What follows belongs to an exercise in optimizing a design on an open flow for small area, a short achievable clock period and few clock cycles per item; a production flow would make more cautious choices.
Function was checked by simulation only, so behaviour that the tests miss may differ from the original.

rev 12:
Design yuv2rgb_top, start of the top module:
module yuv2rgb_top #(
	parameter int img_width = 320,
	parameter int img_height = 240
) (
	input logic CLOCK_50_I,
	input logic Resetn,
	input logic start,
	input logic [15:0] read_data,
	output logic [15:0] write_data,
	output logic [17:0] address,
	output logic write_en_n,
	output logic done
);
export LEC_CHECK = 0
export CAP_MARGIN = 20
export CORE_MARGIN = 2
export CORE_UTILIZATION = 40
export SLEW_MARGIN = 20
create_clock -name core_clock -period 11.0 [get_ports {CLOCK_50_I}]
run.sh (not shown) runs the stock make flow with config.mk's settings and CLKGATE_MAP_FILE= SYNTH_SCRIPT=/design/flow/synth_recipe.tcl, a recipe that flattens the netlist after the stock synthesis.
Testbench counts of rev 12, summed over its fixed seeds: cycles 1,152,168, frames 6.
Here is what was changed in the inputs of rev 13 compared with rev 12.
diff --git a/flow/design.v b/flow/design.v
--- a/flow/design.v
+++ b/flow/design.v
@@ -14,44 +14,43 @@
 	localparam int macros_per_row = img_width / 4;
 	localparam int n_pairs = img_width * img_height / 2;
 	localparam logic [17:0] u_base = 18'(img_width * img_height / 2);
 	localparam logic [17:0] v_base = 18'(img_width * img_height * 3 / 4);
 	localparam logic [16:0] rgb_first = 17'(146944 - 131072);
 	localparam logic [15:0] y_end = 16'(n_pairs / 2 + 1);
 	localparam logic [17:0] u_base2 = u_base + 18'd2;
 	localparam logic [17:0] v_base2 = v_base + 18'd2;
 	localparam logic [6:0] col_idle = 7'(macros_per_row - 2);
 	logic active;
-	logic write_en;
 	logic [3:0] ph;
 	logic [15:0] mc;
 	logic [6:0] col;
 	logic wr_ok;
 	logic [16:0] rgb;
 	logic finish;
 	logic wr_ok_n;
 	logic wr_issue;
 	logic [17:0] c_addr;
 	assign finish = active && (ph == 4'd6) && (mc == y_end);
 	assign wr_ok_n = wr_ok || ((ph == 4'd6) && (col == 7'd0));
 	assign wr_issue = active && !finish && wr_ok_n && ((ph == 4'd1) || (ph == 4'd2)
 		|| (ph == 4'd4) || (ph == 4'd5) || (ph == 4'd6) || (ph == 4'd8));
 	assign c_addr = ((ph == 4'd0) ? v_base2 : u_base2) + {{2{mc[15]}}, mc};
 	always_ff @(posedge CLOCK_50_I or negedge Resetn) begin
 		if (!Resetn) begin
 			active <= 1'b0;
 			ph <= 4'd9;
 			done <= 1'b0;
-			write_en <= 1'b0;
+			write_en_n <= 1'b1;
 		end else begin
 			done <= finish;
-			write_en <= wr_issue;
+			write_en_n <= !wr_issue;
 			if (!active) begin
 				if (start) begin
 					active <= 1'b1;
 					ph <= 4'd0;
 				end else begin
 					ph <= 4'd9;
 				end
 			end else if (finish) begin
 				active <= 1'b0;
 				ph <= 4'd9;
@@ -75,25 +74,23 @@
 				col <= (col == 7'(macros_per_row - 1)) ? 7'd0 : col + 7'd1;
 			end
 			if (wr_issue) begin
 				rgb <= rgb + 17'd1;
 			end
 		end
 		case (ph)
 			4'd3: address <= {1'b0, mc, 1'b1};
 			4'd7: address <= {1'b0, mc, 1'b0};
 			4'd9, 4'd0: address <= c_addr;
-			4'd1, 4'd2: address <= {1'b1, rgb[16:1], ~rgb[0]};
 			default: address <= {1'b1, rgb};
 		endcase
 	end
-	assign write_en_n = !write_en;
 	logic [7:0] cw [0:11];
 	logic [7:0] us, vs;
 	logic n_allc, n_a, n_b;
 	logic vsel;
 	logic cl_l0, cl_l1, cl_r7, cl_r8, cl_r9;
 	assign n_allc = (ph == 4'd9) || (ph == 4'd0) || (ph == 4'd3) || (ph == 4'd4);
 	assign n_a = (ph == 4'd1) || (ph == 4'd2);
 	assign n_b = (ph == 4'd5) || (ph == 4'd6);
 	always_ff @(posedge CLOCK_50_I) begin
 		if ((ph == 4'd2) || (ph == 4'd3) || (ph == 4'd6) || (ph == 4'd7)) begin
@@ -553,42 +550,46 @@
 	assign hr = {mr_a, 1'b1} + {mr_b, mr_c};
 	assign hg = {mg_a, 1'b1} + {mg_b, mg_c};
 	assign hb = {mb_a, 1'b1} + {mb_b, mb_c};
 	always_ff @(posedge CLOCK_50_I) begin
 		if ((ph == 4'd6) || (ph == 4'd0)) begin
 			yreg <= read_data;
 		end else if ((ph == 4'd4) || (ph == 4'd8)) begin
 			yreg[15:8] <= yreg[7:0];
 		end
 		l_reg <= l_ra + l_rb;
-		pv_p <= fir_out;
-		pv_n <= ~fir_out;
-		pu_p <= pv_p;
-		pu_n <= pv_n;
+		if ((ph == 4'd2) || (ph == 4'd4) || (ph == 4'd6) || (ph == 4'd8)) begin
+			pu_p <= fir_out;
+			pu_n <= ~fir_out;
+		end
+		if ((ph == 4'd3) || (ph == 4'd5) || (ph == 4'd7) || (ph == 4'd9)) begin
+			pv_p <= fir_out;
+			pv_n <= ~fir_out;
+		end
 		mr_a <= sr_ra[26:16];
 		mr_b <= sr_rb[26:16];
 		mr_c <= lo_r[16];
 		mg_a <= sg_ra[26:16];
 		mg_b <= sg_rb[26:16];
 		mg_c <= lo_g[16];
 		mb_a <= sb_ra[26:16];
 		mb_b <= sb_rb[26:16];
 		mb_c <= lo_b[16];
-		if ((ph == 4'd5) || (ph == 4'd7) || (ph == 4'd9) || (ph == 4'd1)) begin
+		if ((ph == 4'd5) || (ph == 4'd7) || (ph == 4'd9) || (ph == 4'd2)) begin
 			pix_r <= clip8(hr[11:1]);
 			pix_g <= clip8(hg[11:1]);
 			pix_b <= clip8(hb[11:1]);
 		end
-		if ((ph == 4'd7) || (ph == 4'd1)) begin
+		if ((ph == 4'd7) || (ph == 4'd2)) begin
 			save_b <= pix_b;
 		end
 		if (ph == 4'd9) begin
 			save_gb <= {pix_g, pix_b};
 		end
 		case (ph)
-			4'd2: write_data <= save_gb;
-			4'd1, 4'd6: write_data <= {pix_r, pix_g};
+			4'd1: write_data <= save_gb;
+			4'd2, 4'd6: write_data <= {pix_r, pix_g};
 			4'd4, 4'd8: write_data <= {save_b, pix_r};
 			default: write_data <= {pix_g, pix_b};
 		endcase
 	end
 endmodule
Notes after the runs:
On rev 13: number of cells on the critical path is 1 lower than what rev 12 gave. Relative to rev 12, synthesized cell count has increased by 18 in rev 13. Lower global-route usage among rev 12 and rev 13: rev 13. Rev 13 ends up with higher synthesized area than rev 12 does. Re area growth from synthesis to layout: rev 12 was lower than rev 13. Between rev 13 and rev 12, it is rev 13 whose met2 routing resource usage after global routing is lower, by 1.0 points. Compared with rev 12, in rev 13 final cell count without fillers saw an increase, setup slack saw a decrease, detailed-route vias per instance saw an increase. Taking rev 12 as the reference, in rev 13 area fraction in compound gates after synthesis down 0.77 points, highest achievable clock rate has decreased.
Testbench counts of rev 13, summed over its fixed seeds: cycles 1,152,168, frames 6.

==> separate check: timing with driven ports <==
How much do the figures lean on ideal ports? The routed layouts below were timed once more, with nothing changed but the port constraints.
Step 1 assumes that a clkbuf_16 drives the clock port and a buf_2 every other input.
Step 2 times the ports against the registers' clock, not the clock port: input delays grow and output delays shrink by t, the midpoint of the rising clock arrivals with the driver on.
a / b / c = no drivers / after step 1 / after step 2; a / b = the first two.
run | t, ns | slack for setup (ns) | pins driven straight from the clock port
rev 12 | 0.643 | 7.281 / 7.225 / 7.354 | 1
rev 13 | 0.639 | 7.163 / 7.107 / 7.459 | 1
After both steps every run listed still meets setup and hold.
